Source: an optimization exercise on an open RTL-to-GDS flow (aim: small area, a short achievable clock period and few clock cycles per item). Production flows keep margins and buffers that such runs may drop.
No functional check of the RTL was part of any run shown here.

## flow/design.v (module list and top-level ports; edited modules follow where they fit)
// module csaFA: 10 lines
// module csaHA: 9 lines
// module peTop: 748 lines
module peTop (
	input wire clk,
	input wire rstN,
	input wire cmdValid,
	input wire [2:0] cmdOp,
	input wire [16-1:0] cmdData,
	output logic cmdReady,
	output logic outValid,
	output logic [16-1:0] outData,
	input wire outReady
);
  // ...
==> flow/flow/run.sh <==
#!/bin/bash
set -euo pipefail
MARGIN=$(cat flow/margin.txt)
bash standard.sh synth > synth.log 2>&1
bash standard.sh SETUP_SLACK_MARGIN="$MARGIN" finish > layout.log 2>&1
==> flow/flow/margin.txt <==
6.2
==> flow/standard.sh <==
#!/bin/bash
# synth_recipe.tcl (not shown) runs the flow's synth.tcl, then flattens the netlist and writes it again
# the make line also repeats each setting of config.mk as NAME=value (left out here)
make -C /OpenROAD-flow-scripts/flow DESIGN_CONFIG=/design/flow/config.mk WORK_HOME=/design/flow/orfs CLKGATE_MAP_FILE= SYNTH_SCRIPT=/design/flow/synth_recipe.tcl "${@:-finish}"
==> flow/config.mk <==
export PLATFORM = sky130hd
export DESIGN_NAME = peTop
export DESIGN_NICKNAME = peTop
export VERILOG_FILES = /design/flow/design.v
export SDC_FILE = /design/flow/constraint.sdc
export NUM_CORES = 4
export LEC_CHECK = 0
export CAP_MARGIN = 20
export CORE_MARGIN = 2
export CORE_UTILIZATION = 40
export CTS_CLUSTER_DIAMETER = 80
export CTS_CLUSTER_SIZE = 25
export SLEW_MARGIN = 20
export SYNTH_HIERARCHICAL = 1
==> flow/constraint.sdc <==
create_clock -name core_clock -period 9.0 [get_ports {clk}]
set_input_delay 1.8000 -clock core_clock [delete_from_list [all_inputs] [get_ports {clk}]]
set_output_delay 1.8000 -clock core_clock [all_outputs]
set_load 0.01 [all_outputs]
==> impl_metrics.py, run 1 <==
metrics = {
    "sta": {
        "worst_pin_slew_ps": 1080,
        "rsz0062_at_grt": "yes",
    },
    "floorplanning": {
        "tap_cells": 1070,
        "core-area_sq_um": 81700,
        "die-area_sq_um": 84500,
    },
    "detailed_routing": {
        "postRouteAntennaNets": 0,
        "top_layer": "met4",
    },
    "critical_path": {
        "regToRegSetupSlack_ps": 4800,
        "crit_path_end": "acc[29]",
    },
    "layout": {
        "seq_cell_count": 661,
        "nNonClkInverters": 86,
        "stdcell_count": 3581,
        "multi_input_area_share": 0.406,
        "multi_input_area_sq_um": 15300,
        "final_common_cell": "edfxtp_1",
        "reg_top3": "wmem (256), bmem (128), acc (32)",
        "diodes": 0,
        "fin_util": 0.461,
    },
    "logic_synthesis": {
        "syn_nets": 2672,
        "synthCells": 2433,
        "synth.area.top_cells": "edfxtp_1 (41%), dfxtp_1 (9.7%), mux4_2 (7.7%)",
        "ys_types": 89,
        "yosys_warnings": 7,
        "yosysMostFrequentCell": "edfxtp_1",
        "synth-async-reset-ratio": 0.0787,
    },
    "global_routing": {
        "use_met2": 0.335,
        "grt_max_degree": 53,
    },
    "clock_tree": {
        "ctsHoldBuffers": 0,
    },
    "worst_hold_path": {
        "holdPathStages": 0,
    },
    "outcome": {
        "status": "finished clean",
    },
    "placement": {
        "io_buffer_count": 40,
    },
}
==> inputs of run 2 (changes only) <==
--- a/flow/design.v
+++ b/flow/design.v
@@ -62,17 +62,18 @@
 	logic [7:0] bOne2;
 	logic [7:0] bTwo2;
 	logic act3;
 	logic clr3;
 	logic [31:0] row0;
 	logic [31:0] row1;
 	logic [31:0] row2;
 	logic [31:0] acc;
-	logic accZ;
+	logic [3:1] accC;
+	logic accClr;
 	logic outVal;
 	logic outValidQ;
 	assign outValid = outValidQ;
 	logic [15:0] outQ;
 	assign outData = outQ;
 	logic busy;
 	logic [3:0] cnt;
 	logic dNeg;
@@ -129,38 +130,41 @@
 	end
 	wire outFree = !outVal || outReady;
 	wire lastStep = busy && (cnt == 4'd8);
 	wire waitOut = busy && (cnt == 4'd9);
 	wire divFinish = (lastStep || waitOut) && outFree;
 	logic capPend;
 	logic capClr;
 	wire capReq = act3 || capPend;
-	wire capNow = capReq && (!busy || ((lastStep || waitOut) && !outVal));
+	logic capNowQ;
+	wire capNow = capNowQ;
 	wire capPendN = capReq && !capNow;
 	logic busyN;
 	logic [3:0] cntN;
 	always_comb
 	begin
 		busyN = busy;
 		cntN = cnt;
 		if (capNow)
 		begin
 			busyN = 1'b1;
-			cntN = '0;
+			cntN = 4'd1;
 		end
 		else if (busy)
 		begin
 			if (divFinish)
 				busyN = 1'b0;
 			if (!waitOut)
 				cntN = cnt + 4'd1;
 		end
 	end
 	wire outValidN = divFinish || (outVal && !outReady);
+	wire capNowN = (act2 || capPendN) &&
+		(!busyN || (((cntN == 4'd8) || (cntN == 4'd9)) && !outValidN));
 	wire rDone = lastStep && dClr;
 	wire headIsRN = bFlush ? 1'b1 : (bPop ? 1'b0 : headIsR);
 	wire rValidN = bFlush ? 1'b0 : (rDone ? 1'b1 : rValid);
 	wire act2N = go1 && isAct1;
 	wire sumWaitN = capPendN || act2N || act2;
 	wire divSoonN = !busyN || (((cntN == 4'd6) || (cntN == 4'd7) || (cntN == 4'd8) || (cntN == 4'd9)) && !outValidN);
 	wire actOkN = !sumWaitN;
 	wire macOkN = !sumWaitN || divSoonN;
@@ -538,17 +542,18 @@
 	csaFA u_m_fa62 (.a(m_pp7_11), .b(m_fa42_c), .ci(m_ha13_s), .s(m_fa62_s), .co(m_fa62_c));
 	wire m_fa63_s, m_fa63_c;
 	csaFA u_m_fa63 (.a(~m_pp5_16), .b(m_pp6_14), .ci(m_pp7_12), .s(m_fa63_s), .co(m_fa63_c));
 	wire m_ha16_s, m_ha16_c;
 	csaHA u_m_ha16 (.a(m_pp6_15), .b(m_pp7_13), .s(m_ha16_s), .co(m_ha16_c));
 	assign prodRow0 = {1'b1, ~m_pp7_16, m_pp7_15, ~m_pp6_16, 1'b1, m_ha13_c, 1'b1, m_fa42_s, m_fc5_s, m_fa40_s, m_fc4_s, m_fa37_s, m_fc3_s, m_fa34_s, m_fa32_s, m_fa30_s, m_fa28_s, m_fa26_s, m_fa24_s, m_fa22_s, m_fa20_s, m_fa18_s, m_ha12_s, m_ha11_s, m_ha10_s, m_ha9_s, m_pp2_1, m_pp2_0, m_pp0_3, m_pp0_2, m_pp0_1, m_pp0_0};
 	assign prodRow1 = {1'b0, 1'b0, 1'b1, m_pp7_14, m_fa63_c, m_fa62_c, m_fa61_c, m_fa60_c, m_fa59_c, m_fa58_c, m_fa57_c, m_fa56_c, m_fa55_c, m_fa54_c, m_fa53_c, m_fa52_c, m_fa51_c, m_fa50_c, m_fa49_c, m_fa48_c, m_fa47_c, m_fa46_c, m_fa45_c, m_fa44_c, m_fa43_c, m_ha15_c, m_ha14_c, bNeg2[2], m_pp1_1, m_pp1_0, 1'b0, bNeg2[0]};
 	assign prodRow2 = {1'b0, 1'b0, 1'b0, m_ha16_c, m_ha16_s, m_fa63_s, m_fa62_s, m_fa61_s, m_fa60_s, m_fa59_s, m_fa58_s, m_fa57_s, m_fa56_s, m_fa55_s, m_fa54_s, m_fa53_s, m_fa52_s, m_fa51_s, m_fa50_s, m_fa49_s, m_fa48_s, m_fa47_s, m_fa46_s, m_fa45_s, m_fa44_s, m_fa43_s, m_ha15_s, m_ha14_s, 1'b0, bNeg2[1], 1'b0, 1'b0};
-	wire [31:0] accIn = (capNow || accZ) ? 32'd0 : acc;
+	wire [31:0] accIn = accClr ? 32'd0 : acc;
+	wire [3:1] accCIn = accClr ? 3'd0 : accC;
 	wire [31:0] accT0;
 	wire [31:0] accT1;
 	wire m_ha17_s, m_ha17_c;
 	csaHA u_m_ha17 (.a(row0[2]), .b(row1[2]), .s(m_ha17_s), .co(m_ha17_c));
 	wire m_ha18_s, m_ha18_c;
 	csaHA u_m_ha18 (.a(row0[3]), .b(row1[3]), .s(m_ha18_s), .co(m_ha18_c));
 	wire m_fa64_s, m_fa64_c;
 	csaFA u_m_fa64 (.a(row0[4]), .b(row1[4]), .ci(row2[4]), .s(m_fa64_s), .co(m_fa64_c));
@@ -662,51 +667,59 @@
 	csaFA u_m_fa113 (.a(accIn[28]), .b(m_fa87_c), .ci(m_fa88_s), .s(m_fa113_s), .co(m_fa113_c));
 	wire m_fc8_s = ~(m_fa88_c ^ m_ha19_s);
 	wire m_fc8_c = m_fa88_c | m_ha19_s;
 	wire m_fa114_s, m_fa114_c;
 	csaFA u_m_fa114 (.a(row0[30]), .b(accIn[30]), .ci(m_ha19_c), .s(m_fa114_s), .co(m_fa114_c));
 	wire m_fc9_s = ~accIn[31];
 	assign accT0 = {m_fa114_c, m_fc8_c, m_fa113_c, m_fc7_c, m_fa112_c, m_fc6_c, m_fa111_c, m_fa110_c, m_fa109_c, m_fa108_c, m_fa107_c, m_fa106_c, m_fa105_c, m_fa104_c, m_fa103_c, m_fa102_c, m_fa101_c, m_fa100_c, m_fa99_c, m_fa98_c, m_fa97_c, m_fa96_c, m_fa95_c, m_fa94_c, m_fa93_c, m_fa92_c, m_fa91_c, m_fa90_c, m_fa89_c, m_ha21_c, m_ha20_c, accIn[0]};
 	assign accT1 = {m_fc9_s, m_fa114_s, m_fc8_s, m_fa113_s, m_fc7_s, m_fa112_s, m_fc6_s, m_fa111_s, m_fa110_s, m_fa109_s, m_fa108_s, m_fa107_s, m_fa106_s, m_fa105_s, m_fa104_s, m_fa103_s, m_fa102_s, m_fa101_s, m_fa100_s, m_fa99_s, m_fa98_s, m_fa97_s, m_fa96_s, m_fa95_s, m_fa94_s, m_fa93_s, m_fa92_s, m_fa91_s, m_fa90_s, m_fa89_s, m_ha21_s, m_ha20_s};
+	wire [8:0] accB0 = {1'b0, accT0[7:0]} + {1'b0, accT1[7:0]};
+	wire [8:0] accB1 = {1'b0, accT0[15:8]} + {1'b0, accT1[15:8]} + {8'd0, accCIn[1]};
+	wire [8:0] accB2 = {1'b0, accT0[23:16]} + {1'b0, accT1[23:16]} + {8'd0, accCIn[2]};
+	wire [7:0] accB3 = accT0[31:24] + accT1[31:24] + {7'd0, accCIn[3]};
+	wire [31:0] accSum = acc + {accC[3], 7'd0, accC[2], 7'd0, accC[1], 8'd0};
 	always_ff @(posedge clk)
 	begin
-		acc <= accT0 + accT1;
+		acc <= {accB3, accB2[7:0], accB1[7:0], accB0[7:0]};
+		accC <= {accB2[8], accB1[8], accB0[8]};
 		bNeg2 <= bNeg;
 		bOne2 <= bOne;
 		bTwo2 <= bTwo;
 		row0 <= prodRow0;
 		row1 <= prodRow1;
 		row2 <= prodRow2;
 	end
 	always_ff @(posedge clk or negedge rstN)
 	begin
 		if (!rstN)
 		begin
 			act2 <= 1'b0;
 			clr2 <= 1'b0;
 			act3 <= 1'b0;
 			clr3 <= 1'b0;
 			a2 <= '0;
-			accZ <= 1'b1;
+			accClr <= 1'b1;
+			capNowQ <= 1'b0;
 			capPend <= 1'b0;
 		end
 		else
 		begin
 			act2 <= act2N;
 			clr2 <= isCLR1;
 			act3 <= act2;
 			clr3 <= clr2;
 			a2 <= opA;
-			accZ <= 1'b0;
+			accClr <= capNowN;
+			capNowQ <= capNowN;
 			capPend <= capPendN;
 		end
 	end
-	wire ovf = !((&dvs[15:7]) || !(|dvs[15:7]));
-	wire [15:0] xSat = ovf ? (dvs[15] ? 16'h8000 : 16'h7fff) : {dvs[7:0], rem[15:8]};
+	wire ovf = !((&accSum[31:23]) || !(|accSum[31:23]));
+	wire [15:0] xSat = ovf ? (accSum[31] ? 16'h8000 : 16'h7fff) : accSum[23:8];
 	wire xNeg = xSat[15];
 	wire q7 = xNeg ? (!(&xSat[15:8]) || (xSat[7:0] == 8'd0)) : (|xSat[15:8]);
 	wire [15:0] mag = rem + {15'd0, dNeg};
 	wire [17:0] trial = {1'b0, rem, 1'b0} - {2'b0, dvs};
 	wire qBit = !trial[17];
 	wire [7:0] quoStep = {quo[6:0], qBit};
 	wire [7:0] quoNeg = -quo;
 	wire [6:0] negQ = -quo[6:0];
@@ -716,30 +729,24 @@
 	wire [15:0] yWait = dNeg ? -{8'd0, quo} : {8'd0, quo};
 	wire [15:0] yStep = dNeg ? -{8'd0, quoStep} : {8'd0, quoStep};
 	wire [7:0] yHi = waitOut ? yWait[15:8] : yStep[15:8];
 	always_ff @(posedge clk)
 	begin
 		if (act3)
 			capClr <= clr3;
 		if (capNow)
-			rem <= acc[15:0];
-		else if (cnt == 4'd0)
 			rem <= xSat ^ {16{xNeg}};
 		else if (cnt == 4'd1)
 			rem <= quo[0] ? {mag[15:8] - 8'd1, mag[7:0]} : {mag[14:0], 1'b0};
 		else
 			rem <= qBit ? trial[15:0] : {rem[14:0], 1'b0};
 		if (capNow)
 		begin
-			dvs <= acc[31:16];
 			dClr <= act3 ? clr3 : capClr;
-		end
-		else if (busy && (cnt == 4'd0))
-		begin
 			dNeg <= xNeg;
 			quo <= {7'd0, q7};
 		end
 		else if (busy && (cnt == 4'd1))
 			dvs <= mag + 16'd256;
 		else if (busy && !waitOut)
 			quo <= quoStep;
 		if (rDone)
==> flow/flow/margin.txt (replaced) <==
6.0
==> run 2 against run 1 <==
Register-to-register slack gained 1000 ps. Fmax grew 32%. Non-clock buffer count down 27. Sequential share of layout area increased by 1.6 points.
==> impl_metrics.py, run 2 <==
metrics = {
    "outcome": {
        "status": "finished clean",
    },
    "layout": {
        "fin_util": 0.452,
        "fillCellCount": 7159,
        "final_common_cell": "edfxtp_1",
        "mostFrequentLayoutCells": "edfxtp_1 (443), xnor2_1 (199), dfxtp_1 (149), a22oi_1 (127), nor2_1 (121)",
        "reg_top3": "wmem (256), bmem (128), acc (32)",
        "top_register": "wmem",
        "diodes": 0,
        "layout-drive-gt1-share": 0.183,
        "largest_reg_flops": 256,
        "multi_input_area_sq_um": 14300,
        "nNetsFinal": 2661,
        "regArea_sq_um": 18100,
        "flow.area_growth_from_synthesis_pct": 11.5,
    },
    "logic_synthesis": {
        "syn_avg_cell_area_sq_um": 13.7,
        "yosysMostFrequentCell": "edfxtp_1",
        "seq_area_frac_synth": 0.551,
        "synth_flop_cell": "edfxtp_1",
        "netlist_area_sq_um": 32700,
        "synth-async-reset-ratio": 0.0797,
        "ys_types": 80,
        "yosysTopAreaCellShare": 0.407,
        "synthTopCellsByCount": "edfxtp_1 (443), xnor2_1 (201), dfxtp_1 (169)",
        "synth_area_leader_cell": "edfxtp_1",
        "synth.area.top_cells": "edfxtp_1 (41%), dfxtp_1 (10%), mux4_2 (7.8%)",
        "synth_edf_count": 443,
        "ys_ff_latch": 665,
        "syn_nets": 2635,
        "synthCells": 2389,
        "yosys_warnings": 7,
    },
    "floorplanning": {
        "ioPinCount": 41,
        "die_w_um": 290,
        "die_h_um": 290,
        "rows": 104,
        "core-area_sq_um": 80700,
        "die-area_sq_um": 84000,
        "initial_core_util": 0.405,
    },
    "detailed_routing": {
        "drtPass1Iterations": 6,
        "via_count": 19400,
        "dr.first_iter.drc_count": 1614,
        "via_per_inst": 5.54,
        "wl_um": 76300,
        "wl_per_cell_um": 21.8,
        "postRouteAntennaNets": 0,
        "drc": 0,
    },
    "sta": {
        "timing.final.crit_period_ps": 3170,
        "hold_viol": 0,
        "worst_pin_slew_ps": 1120,
        "finalMaxSlewViolations": 0,
        "tns_ps": 0,
        "final-setup-viol-count": 0,
        "max_clock_freq_mhz": 316,
        "rsz0062_at_grt": "yes",
        "fin_skew_ps": 24.1,
        "slew_headroom": 0.253,
        "min_period_over_period": 0.352,
    },
    "worst_hold_path": {
        "worstHoldPathType": "flip-flop to flip-flop",
    },
    "clock_tree": {
        "clk_latency_ps": 600,
        "cts_buffer_depth": 3,
        "cts_buffers": 36,
        "cts_root_buf": "clkbuf_16",
        "tritoncts": "yes",
        "clkSinkCount": 665,
        "htree_levels": 2,
        "clkTransAtPathRegs_ps": 90,
    },
    "global_routing": {
        "overflow": 0,
        "grt_max_degree": 54,
        "grt_antenna_before_repair": 0,
        "track_usage": 0.177,
        "grt_pass1_vias": 19600,
        "grt_pass1_wl_um": 117000,
    },
    "critical_path": {
        "crit_type": "flip-flop to flip-flop",
        "cp.arrival_ps": 3500,
        "worstPathMaxFanout": 4,
        "worst_setup_path_start_kind": "flip-flop",
        "endpoint_kind": "flip-flop",
        "cp.required_ps": 9330,
    },
    "placement": {
        "io_buffer_count": 40,
        "gp_congestion": 0.822,
        "dp_hpwl_um": 49200,
    },
    "job": {
        "maxCapViolations": 0,
    },
}
## run 2: cell types whose count changed in the layout (fill, tap and decap cells not counted), moves of 17 or more
| cell | delta |
|---|---|
| and2_1 | -31 |
| buf_6 | -20 |
| dfxtp_1 | +18 |
| ha_1 | +19 |
| ha_4 | -17 |
| inv_1 | +18 |
| nand2_1 | -31 |
| nor2_1 | +29 |
| nor2b_1 | +23 |
## run 2: worst paths after layout
check	start	endpoint	slack, ps	cells past startpoint
min in group asynchronous	rstN	bWr[2]	1300	2
max	accC[2]	quo[0]	5830	13
max in group asynchronous	rstN	wRd[1]	7160	2
max reg2reg	accC[2]	quo[0]	5830	13
min	clr2	clr3	350	0
min reg2reg	clr2	clr3	350	0
## run 2: through the flow
stage / cell area [sq um] / std cells / setup WS, ps / hold slack (ps)
CTS: 35800 / 3466 / 5820 / 356
global route: 36400 / 3502 / 5690 / 365
floorplan: 32800 / 2389 / 5910 / 329
finish: 36400 / 3502 / 5830 / 355
global placement: 34200 / 3378 / 4870 / 336
detailed placement: 34200 / 3379 / 5240 / 336
## run 2: Yosys stat by module (local to each module, per instance)
module | cells inside | area [sq um] | copies in the design
csaFA | 1 | 20.0 | 114
csaHA | 1 | 12.5 | 21
peTop | 2254 | 30100 | 1
## run 2: final cells by class
class,instances,share of cell area
flip-flops and latches,665,0.496
multi-input cells,1474,0.393
well taps,1060,0.0364
repair buffers,132,0.0312
clock buffers,53,0.0273
inverters,105,0.0113
clock inverters,12,0.00477
repair inverters,1,0.000240
## run 2: logic make-up (layout without fill, tap and decap cells)
| kind of cell | count (synthesis) | after routing | synth area share |
|---|---|---|---|
| adders and majority gates | 223 | 223 | 0.114 |
| and+or+nand+nor | 467 | 467 | 0.0692 |
| buffers and inverters | 250 | 303 | 0.0296 |
| muxes | 151 | 151 | 0.0899 |
| xor gates and xnor gates | 244 | 244 | 0.0654 |
| AOI/OAI and AO/OA | 389 | 389 | 0.0814 |
| DFF | 665 | 665 | 0.551 |
## run 2: what timing repair did
action                     in CTS  in global routing
resized for setup             151                 91
pin swaps                      28                 64
setup endpoints to repair     366                179
gates cloned                    1                  2
setup buffers                  21                 34
hold buffers                    0                  0
## run 2: metal layers
metal  part of all wire  up-vias  GRT usage
li1                   -     8751          -
met1               0.43     9975      0.242
met2               0.49      567      0.300
met3              0.048      120     0.0205
met4              0.024        0     0.0460
met5                  0        -          0
## run 2: worst max-delay path, stage by stage, from the launching register on
cell and delay, ps:
dfxtp_4 370, ha_4 270, nand4_1 140, o31ai_4 320, a21oi_4 130, or4_4 440, nand3_2 80, nand3_2 90
a21oi_2 140, ha_2 170, nand4_1 70, or4_1 430, nor3_2 170, a211oi_1 90
==> inputs of run 3 (changes only) <==
==> flow/flow/margin.txt (replaced) <==
5.8
==> run 3 against run 2 <==
Setup slack lost 22 ps. Still clean. Highest routed layer unchanged. Sequential share of layout area grew 0.83 points. Clock skew grew 12 ps. Critical endpoint is now outQ[1].
==> impl_metrics.py, run 3 <==
metrics = {
    "outcome": {
        "status": "finished clean",
    },
    "critical_path": {
        "worst_setup_path_start_kind": "flip-flop",
        "worstPathMaxFanout": 16,
        "endpoint_kind": "flip-flop",
        "critical_path.startpoint": "rem[5]",
        "r2r-start": "rem[5]",
        "regToRegSetupSlack_ps": 5810,
        "crit_type": "flip-flop to flip-flop",
        "cp.arrival_ps": 3510,
        "crit_path_end": "outQ[1]",
        "r2r_cells": 11,
        "cp.required_ps": 9320,
        "r2r-end": "outQ[1]",
    },
    "placement": {
        "dp_hpwl_um": 48900,
        "io_buffer_count": 40,
        "postPlaceCellArea_sq_um": 34200,
        "gp_congestion": 0.827,
        "place_ws_ps": 5150,
        "dp.cells": 3377,
    },
    "sta": {
        "min_period_over_period": 0.355,
        "fin_skew_ps": 36.1,
        "hold_viol": 0,
        "timing.final.crit_period_ps": 3190,
        "whs_ps": 357,
        "worst_pin_slew_ps": 1120,
        "fin_ws_ps": 5810,
        "tns_ps": 0,
        "slew_headroom": 0.251,
        "finalMaxSlewViolations": 0,
        "final-setup-viol-count": 0,
        "max_clock_freq_mhz": 313,
        "rsz0062_at_grt": "yes",
    },
    "layout": {
        "nNetsFinal": 2631,
        "regArea_sq_um": 18000,
        "top_register": "wmem",
        "fillCellCount": 7171,
        "flow.area_growth_from_synthesis_pct": 9.55,
        "final_common_cell": "edfxtp_1",
        "final_area_sq_um": 35800,
        "mostFrequentLayoutCells": "edfxtp_1 (443), xnor2_1 (201), dfxtp_1 (156), nor2_1 (130), a22oi_1 (127)",
        "stdcell_count": 3471,
        "reg_top3": "wmem (256), bmem (128), acc (32)",
        "largest_reg_flops": 256,
        "diodes": 0,
        "fin_util": 0.444,
        "multi_input_area_sq_um": 14000,
        "layout-drive-gt1-share": 0.135,
    },
    "logic_synthesis": {
        "yosysTopAreaCellShare": 0.407,
        "synthCells": 2389,
        "synth_area_leader_cell": "edfxtp_1",
        "netlist_area_sq_um": 32700,
        "syn_nets": 2635,
        "syn_avg_cell_area_sq_um": 13.7,
        "yosysMostFrequentCell": "edfxtp_1",
        "yosys_warnings": 7,
        "seq_area_frac_synth": 0.551,
        "synth.area.top_cells": "edfxtp_1 (41%), dfxtp_1 (10%), mux4_2 (7.8%)",
        "synthTopCellsByCount": "edfxtp_1 (443), xnor2_1 (201), dfxtp_1 (169)",
        "synth_edf_count": 443,
        "synth_flop_cell": "edfxtp_1",
        "synth-async-reset-ratio": 0.0797,
        "ys_ff_latch": 665,
        "ys_types": 80,
    },
    "detailed_routing": {
        "drtPass1Iterations": 5,
        "dr.first_iter.drc_count": 1785,
        "via_per_inst": 5.53,
        "wl_um": 74700,
        "drc": 0,
        "wl_per_cell_um": 21.5,
        "postRouteAntennaNets": 0,
        "via_count": 19200,
    },
    "clock_tree": {
        "clk_latency_ps": 590,
        "ctsHoldBuffers": 0,
        "clkSinkCount": 665,
        "clkTransAtPathRegs_ps": 100,
        "cts_root_buf": "clkbuf_16",
        "htree_levels": 2,
        "cts_buffers": 35,
        "cts_buffer_depth": 3,
        "tritoncts": "yes",
    },
    "global_routing": {
        "overflow": 0,
        "grt_pass1_vias": 19600,
        "grt_max_degree": 69,
        "track_usage": 0.176,
        "grt_pass1_wl_um": 116000,
        "grt_antenna_before_repair": 0,
    },
    "floorplanning": {
        "die-area_sq_um": 84000,
        "die_w_um": 290,
        "core-area_sq_um": 80700,
        "initial_core_util": 0.405,
        "rows": 104,
        "die_h_um": 290,
        "ioPinCount": 41,
    },
    "worst_hold_path": {
        "holdPathStages": 0,
        "worstHoldPathType": "flip-flop to flip-flop",
    },
    "job": {
        "maxCapViolations": 0,
    },
}
-- run 3: cell types whose count changed in the layout (fill, tap and decap cells not counted), moves of 7 or more --
cell           change
buf_4             -20
buf_2             -17
dlygate4sd2_1     +17
inv_1             +12
inv_2             -11
ha_1               +9
nor2_1             +9
fa_1               +8
fa_2               -8
nor2_2             -8
a21oi_1            +7
dfxtp_1            +7
-- run 3: modules after synthesis, one instance, submodules excluded --
| module | cells inside | flops+latches | copies in the design | cell area, sq um |
|---|---|---|---|---|
| csaHA | 1 | 0 | 21 | 12.5 |
| csaFA | 1 | 0 | 114 | 20.0 |
| peTop | 2254 | 665 | 1 | 30100 |
-- run 3: critical path, cell delays in order, from the launching register on --
cell,delay [ps]
dfxtp_2,370
ha_1,360
a21o_1,200
or3_1,330
o211ai_1,180
buf_4,160
a31oi_4,130
a21boi_2,230
nand2_4,130
clkinv_8,130
ha_1,230
mux4_2,460
-- run 3: logic make-up (layout without fill, tap and decap cells) --
kind of cell,count (synthesis),after routing,synth area share
flip-flops,665,665,0.551
AND/OR/NAND/NOR,467,467,0.0692
AO/OA/AOI/OAI,389,389,0.0814
buffers and inverters,250,272,0.0296
XOR/XNOR,244,244,0.0654
adder cells (fa/ha/maj),223,223,0.114
multiplexers,151,151,0.0899
-- run 3: cell type report --
cell class / instances / area share
Clock buffer: 52 / 0.0262
Clock inverter: 11 / 0.00398
Inverter: 105 / 0.0115
Multi-Input combinational cell: 1474 / 0.392
Sequential cell: 665 / 0.504
Tap cell: 1060 / 0.0370
Timing Repair Buffer: 103 / 0.0251
Timing Repair inverter: 1 / 0.000175
-- run 3: what timing repair did --
item                                    in CTS  in global routing
gates resized for setup                     57                 43
gates cloned                                 1                  0
pin swaps                                    7                 19
endpoints found under the setup margin     323                 40
buffers inserted                            11                 19
-- run 3: worst min path at each step --
stage | start | end | slack, ps
after global placement | clr2 | clr3 | 340
after floorplan | bNeg2[0] | row1[0] | 330
after CTS | clr2 | clr3 | 360
final | clr2 | clr3 | 360
after detailed placement | clr2 | clr3 | 340
after global routing | clr2 | clr3 | 370
-- run 3: layer usage --
layer,share of wire,vias up,GRT usage
met5,0,-,0
met4,0.023,0,0.0497
met3,0.043,102,0.0171
met2,0.49,536,0.299
met1,0.44,9862,0.241
li1,-,8703,-

afterwards: timing with drivers on the ports:
How much do the figures lean on ideal ports? The routed layouts below were timed once more, with nothing changed but the port constraints.
Step 1 assumes that a clkbuf_16 drives the clock port and a buf_2 every other input.
Step 2 moves the port delays by t, midway between the first and last clock arrival at a register: inputs arrive t later, outputs are due t later. That takes back most of the time a late clock gives input paths.
Three values: no drivers, after step 1, after step 2; two values: the first two.
run	t (ns)	slack for setup (ns)	latest minus earliest clock arrival (ns)	cell pins on the clock port's net
run 1	0.651	4.803 / 4.803 / 4.803	0.070 / 0.069	1
run 2	0.647	5.830 / 5.830 / 5.679	0.027 / 0.027	1
run 3	0.632	5.809 / 5.801 / 5.575	0.039 / 0.040	1
After both steps every run listed still meets setup and hold. For run 3, which loses most, drivers alone change the setup slack by -0.008 ns; drivers and shift together by -0.234 ns.
